This is an optimization exercise on Yosys and OpenROAD, whose aim is small area, a short achievable clock period and few clock cycles, not a production implementation. Function was checked by simulation only, so behaviour that the tests miss may differ from the original. No activity file was given, so power comes from the tool's default toggle rates.

[flow/run.sh]
#!/bin/bash
# synth_recipe.tcl (not shown) runs the flow's synth.tcl, then flattens the netlist and writes it again
# the make line also repeats each setting of config.mk as NAME=value (left out here)
make -C /OpenROAD-flow-scripts/flow DESIGN_CONFIG=/design/flow/config.mk WORK_HOME=/design/flow/orfs CLKGATE_MAP_FILE= SYNTH_SCRIPT=/design/flow/synth_recipe.tcl finish
[flow/config.mk]
export PLATFORM = sky130hd
export DESIGN_NAME = ps2_keyboard_to_hid_report
export DESIGN_NICKNAME = ps2_keyboard_to_hid_report
export VERILOG_FILES = /design/flow/design.v
export SDC_FILE = /design/flow/constraint.sdc
export NUM_CORES = 4
export LEC_CHECK = 0
export CAP_MARGIN = 20
export CORE_MARGIN = 2
export CORE_UTILIZATION = 40
export PLACE_DENSITY = 0.6
export SLEW_MARGIN = 20
[flow/constraint.sdc]
create_clock -name core_clock -period 8.0 [get_ports {clock}]
set_input_delay 1.6000 -clock core_clock [delete_from_list [all_inputs] [get_ports {clock}]]
set_output_delay 1.6000 -clock core_clock [all_outputs]
set_load 0.01 [all_outputs]
[flow/design.v]
`default_nettype none
package ps2kb_pkg;
   localparam int KEY_MAP_BITS_DEF = 256;
   localparam int REPORT_SLOTS_DEF = 6;
   localparam int MAX_SLOTS        = 6;
   localparam int FIFO_DEPTH       = 2;
   localparam int RSP_DATA_W       = 64;
   localparam int RSP_ROLL_BIT     = 8 + 8 * MAX_SLOTS;
   localparam logic MODE_BYTE = 1'b0;
   localparam logic MODE_TICK = 1'b1;
   localparam logic [7:0] PRE_EXT    = 8'hE0;
   localparam logic [7:0] PRE_PAUSE  = 8'hE1;
   localparam logic [7:0] PRE_BREAK  = 8'hF0;
   localparam logic [7:0] PAUSE_HOLD = 8'h14;
   localparam logic [9:0] CODE_PAUSE    = 10'h277;
   localparam logic [9:0] CODE_APP      = 10'd303;
   localparam logic [9:0] CODE_KP_DIV   = 10'd330;
   localparam logic [9:0] CODE_KP_ENTER = 10'd346;
   localparam logic [9:0] EXT_BASE      = 10'd361;
   localparam int         NORMAL_LEN    = 132;
   localparam int         EXT_LEN       = 21;
   localparam logic [7:0] KEY_PAUSE    = 8'd72;
   localparam logic [7:0] KEY_APP      = 8'd101;
   localparam logic [7:0] KEY_KP_DIV   = 8'd84;
   localparam logic [7:0] KEY_KP_ENTER = 8'd88;
   localparam logic [9:0] TICK_MAX = 10'd1023;
   function automatic logic [7:0] normal_code(input logic [7:0] idx);
      logic [7:0] val;
      case (idx)
         8'd0: val = 8'd1;
         8'd1: val = 8'd66;
         8'd3: val = 8'd62;
         8'd4: val = 8'd60;
         8'd5: val = 8'd58;
         8'd6: val = 8'd59;
         8'd7: val = 8'd69;
         8'd9: val = 8'd67;
         8'd10: val = 8'd65;
         8'd11: val = 8'd63;
         8'd12: val = 8'd61;
         8'd13: val = 8'd43;
         8'd14: val = 8'd53;
         8'd21: val = 8'd20;
         8'd22: val = 8'd30;
         8'd26: val = 8'd29;
         8'd27: val = 8'd22;
         8'd28: val = 8'd4;
         8'd29: val = 8'd26;
         8'd30: val = 8'd31;
         8'd33: val = 8'd6;
         8'd34: val = 8'd27;
         8'd35: val = 8'd7;
         8'd36: val = 8'd8;
         8'd37: val = 8'd33;
         8'd38: val = 8'd32;
         8'd41: val = 8'd44;
         8'd42: val = 8'd25;
         8'd43: val = 8'd9;
         8'd44: val = 8'd23;
         8'd45: val = 8'd21;
         8'd46: val = 8'd34;
         8'd49: val = 8'd17;
         8'd50: val = 8'd5;
         8'd51: val = 8'd11;
         8'd52: val = 8'd10;
         8'd53: val = 8'd28;
         8'd54: val = 8'd35;
         8'd58: val = 8'd16;
         8'd59: val = 8'd13;
         8'd60: val = 8'd24;
         8'd61: val = 8'd36;
         8'd62: val = 8'd37;
         8'd65: val = 8'd54;
         8'd66: val = 8'd14;
         8'd67: val = 8'd12;
         8'd68: val = 8'd18;
         8'd69: val = 8'd39;
         8'd70: val = 8'd38;
         8'd73: val = 8'd55;
         8'd74: val = 8'd56;
         8'd75: val = 8'd15;
         8'd76: val = 8'd51;
         8'd77: val = 8'd19;
         8'd78: val = 8'd45;
         8'd82: val = 8'd52;
         8'd84: val = 8'd47;
         8'd85: val = 8'd46;
         8'd88: val = 8'd57;
         8'd90: val = 8'd40;
         8'd91: val = 8'd48;
         8'd93: val = 8'd49;
         8'd97: val = 8'd100;
         8'd102: val = 8'd42;
         8'd105: val = 8'd89;
         8'd107: val = 8'd92;
         8'd108: val = 8'd95;
         8'd112: val = 8'd98;
         8'd113: val = 8'd99;
         8'd114: val = 8'd90;
         8'd115: val = 8'd93;
         8'd116: val = 8'd94;
         8'd117: val = 8'd96;
         8'd118: val = 8'd41;
         8'd119: val = 8'd83;
         8'd120: val = 8'd68;
         8'd121: val = 8'd87;
         8'd122: val = 8'd91;
         8'd123: val = 8'd86;
         8'd124: val = 8'd85;
         8'd125: val = 8'd97;
         8'd126: val = 8'd71;
         8'd131: val = 8'd64;
         default: val = 8'd0;
      endcase
      normal_code = val;
   endfunction
   function automatic logic [7:0] ext_code(input logic [4:0] idx);
      logic [7:0] val;
      case (idx)
         5'd0: val = 8'd77;
         5'd2: val = 8'd80;
         5'd3: val = 8'd74;
         5'd7: val = 8'd73;
         5'd8: val = 8'd76;
         5'd9: val = 8'd81;
         5'd11: val = 8'd79;
         5'd12: val = 8'd82;
         5'd17: val = 8'd78;
         5'd19: val = 8'd70;
         5'd20: val = 8'd75;
         default: val = 8'd0;
      endcase
      ext_code = val;
   endfunction
   typedef struct packed {
      logic       tick;
      logic       key_make;
      logic [7:0] key;
      logic [7:0] mods;
   } cmd_type;
   function automatic logic [7:0] lookup_key(input logic [9:0] code);
      logic [7:0] key;
      logic [9:0] ext_off;
      key     = 8'd0;
      ext_off = code - EXT_BASE;
      if (code < 10'(NORMAL_LEN)) begin
         key = normal_code(code[7:0]);
      end else if (code == CODE_PAUSE) begin
         key = KEY_PAUSE;
      end else if (code == CODE_APP) begin
         key = KEY_APP;
      end else if (code == CODE_KP_DIV) begin
         key = KEY_KP_DIV;
      end else if (code == CODE_KP_ENTER) begin
         key = KEY_KP_ENTER;
      end else if (code >= EXT_BASE && code < EXT_BASE + 10'(EXT_LEN)) begin
         key = ext_code(ext_off[4:0]);
      end
      lookup_key = key;
   endfunction
   function automatic logic [7:0] modifier_mask(input logic [9:0] code);
      logic [7:0] mask;
      unique case (code)
         10'h014: mask = 8'b0000_0001;
         10'h012: mask = 8'b0000_0010;
         10'h011: mask = 8'b0000_0100;
         10'h11F: mask = 8'b0000_1000;
         10'h114: mask = 8'b0001_0000;
         10'h059: mask = 8'b0010_0000;
         10'h111: mask = 8'b0100_0000;
         10'h127: mask = 8'b1000_0000;
         default: mask = 8'b0000_0000;
      endcase
      modifier_mask = mask;
   endfunction
endpackage
`default_nettype wire
`default_nettype none
module ps2kb_front (
   input  wire logic              clock,
   input  wire logic              reset,
   input  wire logic              req_tvalid,
   output logic                   req_tready,
   input  wire logic              req_tuser,    
   input  wire logic [7:0]        req_tdata,    
   input  wire logic              fifo_full,
   output logic                   cmd_valid,
   output ps2kb_pkg::cmd_type     cmd
);
   logic       e0_ff, e0_in;
   logic       e1_ff, e1_in;
   logic       rel_ff, rel_in;
   logic [7:0] mods_ff, mods_in;
   logic       accept;
   logic [9:0] code;
   logic [7:0] mask;
   logic [7:0] key;
   assign req_tready = !fifo_full;
   assign accept     = req_tvalid && !fifo_full;
   assign code       = {e1_ff, e0_ff, req_tdata};
   assign mask       = ps2kb_pkg::modifier_mask(code);
   assign key        = ps2kb_pkg::lookup_key(code);
   always_comb begin
      e0_in        = e0_ff;
      e1_in        = e1_ff;
      rel_in       = rel_ff;
      mods_in      = mods_ff;
      cmd_valid    = 1'b0;
      cmd.tick     = 1'b0;
      cmd.key_make = !rel_ff;
      cmd.key      = 8'd0;
      if (accept) begin
         if (req_tuser == ps2kb_pkg::MODE_TICK) begin
            cmd_valid = 1'b1;
            cmd.tick  = 1'b1;
         end else if (!e1_ff && req_tdata == ps2kb_pkg::PRE_EXT) begin
            e0_in = 1'b1;
         end else if (!e1_ff && req_tdata == ps2kb_pkg::PRE_PAUSE) begin
            e1_in = 1'b1;
         end else if (e1_ff && req_tdata == ps2kb_pkg::PAUSE_HOLD) begin
         end else if (req_tdata == ps2kb_pkg::PRE_BREAK) begin
            rel_in = 1'b1;
         end else begin
            if (mask != 8'd0) begin
               mods_in = rel_ff ? (mods_ff & ~mask) : (mods_ff | mask);
            end else begin
               cmd.key = key;
            end
            e0_in     = 1'b0;
            e1_in     = 1'b0;
            rel_in    = 1'b0;
            cmd_valid = 1'b1;
         end
      end
      cmd.mods = mods_in;
   end
   always_ff @(posedge clock) begin
      if (reset) begin
         e0_ff   <= 1'b0;
         e1_ff   <= 1'b0;
         rel_ff  <= 1'b0;
         mods_ff <= 8'd0;
      end else begin
         e0_ff   <= e0_in;
         e1_ff   <= e1_in;
         rel_ff  <= rel_in;
         mods_ff <= mods_in;
      end
   end
endmodule
`default_nettype wire
`default_nettype none
module ps2kb_cmd_fifo #(
   parameter int DEPTH = ps2kb_pkg::FIFO_DEPTH
) (
   input  wire logic               clock,
   input  wire logic               reset,
   input  wire logic               push,
   input  wire ps2kb_pkg::cmd_type push_data,
   output logic                    full,
   input  wire logic               pop,
   output ps2kb_pkg::cmd_type      pop_data,
   output logic                    empty
);
   localparam int PTR_W = (DEPTH > 1) ? $clog2(DEPTH) : 1;
   localparam int CNT_W = $clog2(DEPTH + 1);
   localparam int ENTRY_W = 18;   
   logic [DEPTH*ENTRY_W-1:0] entry_ff;
   logic [PTR_W-1:0]   wr_ptr_ff, wr_ptr_in;
   logic [PTR_W-1:0]   rd_ptr_ff, rd_ptr_in;
   logic [CNT_W-1:0]   count_ff, count_in;
   assign full     = (count_ff == CNT_W'(DEPTH));
   assign empty    = (count_ff == '0);
   assign pop_data = entry_ff[rd_ptr_ff * ENTRY_W +: ENTRY_W];
   always_comb begin
      wr_ptr_in = wr_ptr_ff;
      rd_ptr_in = rd_ptr_ff;
      count_in  = count_ff;
      if (push) begin
         wr_ptr_in = (wr_ptr_ff == PTR_W'(DEPTH - 1)) ? '0 : wr_ptr_ff + 1'b1;
      end
      if (pop) begin
         rd_ptr_in = (rd_ptr_ff == PTR_W'(DEPTH - 1)) ? '0 : rd_ptr_ff + 1'b1;
      end
      if (push && !pop) begin
         count_in = count_ff + 1'b1;
      end else if (pop && !push) begin
         count_in = count_ff - 1'b1;
      end
   end
   always_ff @(posedge clock) begin
      if (reset) begin
         wr_ptr_ff <= '0;
         rd_ptr_ff <= '0;
         count_ff  <= '0;
      end else begin
         wr_ptr_ff <= wr_ptr_in;
         rd_ptr_ff <= rd_ptr_in;
         count_ff  <= count_in;
      end
   end
   always_ff @(posedge clock) begin
      if (push) begin
         entry_ff[wr_ptr_ff * ENTRY_W +: ENTRY_W] <= push_data;
      end
   end
endmodule
`default_nettype wire
`default_nettype none
module ps2kb_back #(
   parameter int KEY_MAP_BITS = ps2kb_pkg::KEY_MAP_BITS_DEF,
   parameter int REPORT_SLOTS = ps2kb_pkg::REPORT_SLOTS_DEF
) (
   input  wire logic                             clock,
   input  wire logic                             reset,
   input  wire logic                             csr_valid,
   input  wire logic [9:0]                       csr_data,
   input  wire logic                             cmd_empty,
   input  wire ps2kb_pkg::cmd_type               cmd,
   output logic                                  cmd_pop,
   output logic                                  rsp_tvalid,
   input  wire logic                             rsp_tready,
   output logic [ps2kb_pkg::RSP_DATA_W-1:0]      rsp_tdata
);
   localparam int CHUNKS = (KEY_MAP_BITS + 7) / 8;
   localparam int MAP_W  = CHUNKS * 8;
   localparam int CIDX_W = $clog2(CHUNKS);
   localparam int CNT_W  = $clog2(REPORT_SLOTS + 1);
   localparam logic [1:0] ST_IDLE = 2'd0;
   localparam logic [1:0] ST_SCAN = 2'd1;
   localparam logic [1:0] ST_SEND = 2'd2;
   logic [1:0]                          state_ff, state_in;
   logic [MAP_W-1:0]                    map_ff, map_in;
   logic [7:0]                          mods_ff, mods_in;
   logic [9:0]                          ticks_ff, ticks_in;
   logic [9:0]                          idle_ff;
   logic [CIDX_W-1:0]                   chunk_ff, chunk_in;
   logic [CNT_W-1:0]                    cnt_ff, cnt_in;
   logic                                over_ff, over_in;
   logic [REPORT_SLOTS-1:0][7:0]        slots_ff;
   logic [REPORT_SLOTS-1:0][7:0]        slots_in;
   logic                                rsp_valid_ff, rsp_valid_in;
   logic [ps2kb_pkg::RSP_DATA_W-1:0]    rsp_data_ff, rsp_data_in;
   logic [9:0]                          tick_next;
   logic [7:0]                          chunk_bits;
   logic                                start;
   assign cmd_pop    = (state_ff == ST_IDLE) && !cmd_empty;
   assign tick_next  = (ticks_ff != ps2kb_pkg::TICK_MAX) ? ticks_ff + 10'd1 : ticks_ff;
   assign chunk_bits = map_ff[{chunk_ff, 3'b000} +: 8];
   assign rsp_tvalid = rsp_valid_ff;
   assign rsp_tdata  = rsp_data_ff;
   always_comb begin
      state_in     = state_ff;
      map_in       = map_ff;
      mods_in      = mods_ff;
      ticks_in     = ticks_ff;
      chunk_in     = chunk_ff;
      cnt_in       = cnt_ff;
      over_in      = over_ff;
      slots_in     = slots_ff;
      rsp_valid_in = rsp_valid_ff;
      rsp_data_in  = rsp_data_ff;
      start        = 1'b0;
      if (rsp_valid_ff && rsp_tready) begin
         rsp_valid_in = 1'b0;
      end
      unique case (state_ff)
         ST_IDLE: begin
            if (cmd_pop) begin
               mods_in = cmd.mods;
               if (cmd.tick) begin
                  ticks_in = tick_next;
                  start    = (idle_ff != 10'd0) && (tick_next >= idle_ff);
               end else begin
                  for (int i = 1; i < KEY_MAP_BITS; i++) begin
                     if (cmd.key == 8'(i)) begin
                        map_in[i] = cmd.key_make;
                     end
                  end
                  start = 1'b1;
               end
            end
            if (start) begin
               ticks_in = 10'd0;
               chunk_in = '0;
               cnt_in   = '0;
               over_in  = 1'b0;
               for (int s = 0; s < REPORT_SLOTS; s++) begin
                  slots_in[s] = 8'd0;
               end
               state_in = ST_SCAN;
            end
         end
         ST_SCAN: begin
            for (int b = 0; b < 8; b++) begin
               if (chunk_bits[b]) begin
                  if (cnt_in < CNT_W'(REPORT_SLOTS)) begin
                     for (int s = 0; s < REPORT_SLOTS; s++) begin
                        if (cnt_in == CNT_W'(s)) begin
                           slots_in[s] = 8'({chunk_ff, 3'(b)});
                        end
                     end
                     cnt_in = cnt_in + 1'b1;
                  end else begin
                     over_in = 1'b1;
                  end
               end
            end
            chunk_in = chunk_ff + 1'b1;
            if (chunk_ff == CIDX_W'(CHUNKS - 1)) begin
               state_in = ST_SEND;
            end
         end
         ST_SEND: begin
            if (!rsp_valid_ff || rsp_tready) begin
               rsp_data_in        = '0;
               rsp_data_in[7:0]   = mods_ff;
               for (int s = 0; s < REPORT_SLOTS; s++) begin
                  rsp_data_in[8 + 8 * s +: 8] = over_ff ? 8'd1 : slots_ff[s];
               end
               rsp_data_in[ps2kb_pkg::RSP_ROLL_BIT] = over_ff;
               rsp_valid_in = 1'b1;
               state_in     = ST_IDLE;
            end
         end
         default: begin
            state_in = ST_IDLE;
         end
      endcase
   end
   always_ff @(posedge clock) begin
      if (reset) begin
         state_ff     <= ST_IDLE;
         map_ff       <= '0;
         mods_ff      <= 8'd0;
         ticks_ff     <= 10'd0;
         idle_ff      <= 10'd0;
         chunk_ff     <= '0;
         cnt_ff       <= '0;
         over_ff      <= 1'b0;
         rsp_valid_ff <= 1'b0;
      end else begin
         state_ff     <= state_in;
         map_ff       <= map_in;
         mods_ff      <= mods_in;
         ticks_ff     <= ticks_in;
         chunk_ff     <= chunk_in;
         cnt_ff       <= cnt_in;
         over_ff      <= over_in;
         rsp_valid_ff <= rsp_valid_in;
         if (csr_valid) begin
            idle_ff <= csr_data;
         end
      end
   end
   always_ff @(posedge clock) begin
      slots_ff    <= slots_in;
      rsp_data_ff <= rsp_data_in;
   end
endmodule
`default_nettype wire
`default_nettype none
module ps2_keyboard_to_hid_report #(
   parameter int KEY_MAP_BITS = ps2kb_pkg::KEY_MAP_BITS_DEF,
   parameter int REPORT_SLOTS = ps2kb_pkg::REPORT_SLOTS_DEF
) (
   input  wire logic                          clock,
   input  wire logic                          reset,
   input  wire logic                          req_tvalid,
   output logic                               req_tready,
   input  wire logic                          req_tuser,   
   input  wire logic [7:0]                    req_tdata,   
   output logic                               rsp_tvalid,
   input  wire logic                          rsp_tready,
   output logic [ps2kb_pkg::RSP_DATA_W-1:0]   rsp_tdata,
   input  wire logic                          csr_valid,
   output logic                               csr_ready,
   input  wire logic [9:0]                    csr_data     
);
   logic               cmd_push;
   ps2kb_pkg::cmd_type cmd_in;
   logic               fifo_full;
   logic               fifo_empty;
   logic               cmd_pop;
   ps2kb_pkg::cmd_type cmd_out;
   assign csr_ready = 1'b1;
   ps2kb_front u_front (
      .clock      (clock),
      .reset      (reset),
      .req_tvalid (req_tvalid),
      .req_tready (req_tready),
      .req_tuser  (req_tuser),
      .req_tdata  (req_tdata),
      .fifo_full  (fifo_full),
      .cmd_valid  (cmd_push),
      .cmd        (cmd_in)
   );
   ps2kb_cmd_fifo #(
      .DEPTH (ps2kb_pkg::FIFO_DEPTH)
   ) u_fifo (
      .clock     (clock),
      .reset     (reset),
      .push      (cmd_push),
      .push_data (cmd_in),
      .full      (fifo_full),
      .pop       (cmd_pop),
      .pop_data  (cmd_out),
      .empty     (fifo_empty)
   );
   ps2kb_back #(
      .KEY_MAP_BITS (KEY_MAP_BITS),
      .REPORT_SLOTS (REPORT_SLOTS)
   ) u_back (
      .clock      (clock),
      .reset      (reset),
      .csr_valid  (csr_valid),
      .csr_data   (csr_data),
      .cmd_empty  (fifo_empty),
      .cmd        (cmd_out),
      .cmd_pop    (cmd_pop),
      .rsp_tvalid (rsp_tvalid),
      .rsp_tready (rsp_tready),
      .rsp_tdata  (rsp_tdata)
   );
endmodule
`default_nettype wire
==> summary.txt <==
## state kept, by name, summed over array words and instances (netlist names), named ones only
register and count:
u_fifo.rd_ptr_ff 1, u_back.state_ff 2, u_back.ticks_ff 10, u_back.rsp_data_ff 57
u_back.idle_ff 10, u_fifo.count_ff 2, u_back.slots_ff 48, u_back.cnt_ff 3
u_front.mods_ff 8, u_back.rsp_valid_ff 1, u_back.mods_ff 8, u_front.e1_ff 1
u_fifo.wr_ptr_ff 1, u_front.e0_ff 1, u_fifo.entry_ff 2, u_back.map_ff 255
u_front.rel_ff 1, u_back.chunk_ff 5, u_back.over_ff 1
## repair_timing
action | in CTS | in global routing
buffers inserted | 0 | 5
gates resized for setup | 0 | 21
endpoints found under the setup margin | 0 | 48
endpoints found under the hold margin | 0 | 0
hold buffers | 0 | 0
## cells by family after synthesis
kind of cell,after synthesis,share of synthesized area
multiplexers,173,0.1009
XOR/XNOR,24,0.009978
other,2,0.0003071
AND/OR/NAND/NOR,1035,0.1873
adder cells (fa/ha/maj),59,0.03019
AO/OA/AOI/OAI,683,0.1950
buffers and inverters,278,0.04942
flip-flops,451,0.4269
## cells in the final DEF, fill, tap and decap left out, types with 10 or more instances in the layout
cell	instances
nand4_1	14
or2_2	10
a21oi_1	171
nor2b_1	62
inv_1	54
nand2b_1	18
o211ai_1	16
xnor2_1	14
dfxtp_1	306
o21ai_0	50
and3_1	18
nand2_1	198
nor2_1	561
a311oi_1	74
a22oi_1	23
and2_1	21
or3_1	14
a21o_1	11
nand3_1	41
buf_4	54
ha_1	59
clkbuf_16	51
mux2i_1	105
edfxtp_1	141
clkbuf_1	20
nor3_1	27
clkdlybuf4s50_1	80
a211oi_1	200
mux4_2	54
a31oi_1	27
## power by group through the flow
stage / clock (uW) / sequential (uW) / combinational (uW)
4_1_cts: 2180 / 2880 / 2170
6_report: 2140 / 2880 / 2240
3_5_place_dp: 0 / 2930 / 2160
3_3_place_gp: 0 / 2920 / 2130
2_1_floorplan: 0 / 2820 / 1620
5_1_grt: 2280 / 2910 / 2450
## routing by layer
| metal | wire length, um | track usage | part of all wire |
|---|---|---|---|
| met4 | 1611 | 0.06071 | 0.023 |
| met2 | 33450 | 0.3596 | 0.47 |
| met3 | 3654 | 0.03137 | 0.051 |
| met1 | 32410 | 0.3048 | 0.46 |
| met5 | 13 | 0 | 0.00018 |
## final cells by class
type,count,area share
clock inverters,13,0.002557
clock buffers,76,0.05183
repair buffers,140,0.04822
multi-input cells,1982,0.4722
inverters,59,0.008083
flip-flops and latches,451,0.3814
well taps,782,0.03571
## how the worst max path moves through the flow
stage / from / to / slack (ps)
final: u_back.chunk_ff[1] / u_back.slots_ff[35] / 510
after global routing: u_back.chunk_ff[1] / u_back.slots_ff[29] / -1
after CTS: u_back.chunk_ff[1] / u_back.slots_ff[35] / 160
after detailed placement: u_back.chunk_ff[1] / u_back.slots_ff[35] / 230
after global placement: u_back.chunk_ff[1] / u_back.slots_ff[35] / 480
after floorplan: u_back.chunk_ff[1] / u_back.slots_ff[35] / 90
## stage by stage
stage | util | std cells | cell area, um2
finish | 0.4539 | 3503 | 27400
global route | 0.4539 | 3503 | 27400
CTS | 0.4511 | 3497 | 27230
detailed placement | 0.4265 | 3408 | 25740
global placement | 0.4265 | 3408 | 25740
floorplan | - | 2711 | 24480
==> key figures <==
Setup path
  – Worst path depth: 35
  – WP buf/inv: 5
  – Worst Setup End Kind: flip-flop
  – Reg2Reg Depth: 35
  – Worst path required time: 8440 ps
  – Most common cell on crit path: ha_1
  – R2r setup slk: 510 ps
  – Worst reg2reg path endpoint: u_back.slots_ff[35]
  – CP max FO: 17
  – Crit path DAT: 7930 ps
  – Startpoint types: flip-flop
  – CP max stage cell: dfxtp_4
  – Setup CP Type: reg2reg
  – Family with the most delay on the worst path: simple AND/OR/NAND/NOR gates
  – Slowest Stage Delay on Critical Path: 550 ps
  – Worst R2R Start: u_back.chunk_ff[1]

Pwr
  – Leak Pwr: 0.009050 uW
  – Switching share of power: 0.3531
  – Pwr Total: 7258 uW
  – Switching power total: 2562 uW
  – Logic pwr share: 0.309
  – PwrDens: 264.9 nW/um2
  – Int Pwr: 4695 uW
  – Power share of the clock group: 0.294
  – Flop pwr share: 0.397
  – Worst-case vdd ir drop: 171.2 uV

Placed design
  – Final HPWL DP: 48.00 mm
  – GP Congestion: 0.9635
  – Post-place setup slack: 225.5 ps
  – Port bufs: 82

Timing
  – WHS: 430.8 ps
  – Max-slew headroom: 0.2701
  – F_max: 0.1335 GHz
  – Skew final: 26.22 ps
  – Setup TNS: 0 ps
  – Final WS setup: 506.9 ps
  – Min Clock Period, post-route: 7493 ps
  – Final setup violation count: 0
  – Slew @ Worst Pin: 1095 ps
  – Final Hold Fails: 0
  – Final Cycle Share: 0.9366
  – Slew Viols, Final: 0

Min path
  – Hold Crit Class: reg2reg
  – Worst hold stages: 0
  – Hold Startpoint: u_back.mods_ff[7]
  – Hold EP: u_back.rsp_data_ff[7]

CTS
  – Clock-pin slew on the worst setup and hold paths: 60 ps
  – Sink Count: 451
  – Clk Latency, worst-skew pair: 600 ps
  – TritonCTS clock tree: yes
  – CTS root buffer: clkbuf_16
  – H-tree levels: 2
  – CTS max path bufs: 3
  – Clock buffer count from CTS: 49

Synthesis
  – Prevailing post-synth register cell: dfxtp_1
  – Most frequent cells after synthesis: 562 x nor2_1, 310 x dfxtp_1, 200 x a211oi_1
  – Avg Inst Size Synth: 9.041 um2
  – Sequential fraction of the synthesis area: 0.4269
  – FF+latch count, synth: 451
  – Count leader, synth: nor2_1
  – EDFF count, synth: 141
  – Synth Warn #: 3
  – Cell taking the most area after synthesis: dfxtp_1
  – Top-area cell type share of the netlist area: 0.2538
  – Library cells used by synthesis: 98
  – Post-Syn Instances: 2705
  – Cell Area, Synth: 24450 um2
  – Area contributors post-synth: dfxtp_1 25%, edfxtp_1 17%, nor2_1 8.6%, a211oi_1 6.1%, mux4_2 5.0%
  – Asr flop ratio synth: 0

Cells and area
  – Fraction of final layout cells with drive strength greater than 1: 0.09298
  – Syn-to-layout area delta: 12.04%
  – Seq. cell area: 10450 um2
  – Number of antenna cells inserted: 0
  – Area of the multi-input gates: 12940 um2
  – Layout Nets: 2766
  – Fillers: 5730

Drt
  – DRT Wirelength: 71.14 mm
  – Wire length per cell: 20.31 um
  – Final ANT Viol Nets: 0
  – DRT iter0 DRCs: 1833
  – First-pass DRT Iterations: 5
  – DR DRC count: 0
  – Via count: 20280
  – Vias/cell: 5.789

Floorplan
  – # IOs: 91
  – Cell Rows: 90
  – Initial Util: 0.4052
  – Core footprint: 60360 um2
  – Die ar.: 63130 um2
  – Die Height: 251.3 um
  – Die outline width: 251.3 um

Job
  – Maxcap violations: 0

Outcome
  – Outcome: no timing/DRC/antenna violations

GRT
  – Vias in the first global route: 19380
  – Total GRT Usage: 0.2202
  – GRT overflow: 0
  – Largest net degree at the start of global routing: 256
  – Initial antenna violation count: 1
  – First-pass GRT wire length: 111.5 mm
Testbench counts, summed over its fixed seeds: cycles 90,947.

port drivers added, routing unchanged:
The results above use ideal ports. As a check the final layout listed here was re-extracted and re-timed, cells and wires unchanged.
Step 1 assumes that a clkbuf_16 drives the clock port and a buf_2 every other input.
Step 2 moves the port delays by t, midway between the first and last clock arrival at a register: inputs arrive t later, outputs are due t later. That takes back most of the time a late clock gives input paths.
Slacks: ideal / step 1 / step 2; pairs: ideal / step 1.
t, ns: 0.647
setup WS [ns]: 0.507 / 0.507 / 0.507
slew at the worst register clock pin (ns): 0.06 / 0.06
worst slew at a driven data input, ns: 0.05
cell pins on the clock port's net: 1
After both steps this run still meets setup and hold. The setup slack of this run moves by 0.000 ns with the drivers and by 0.000 ns with both steps.
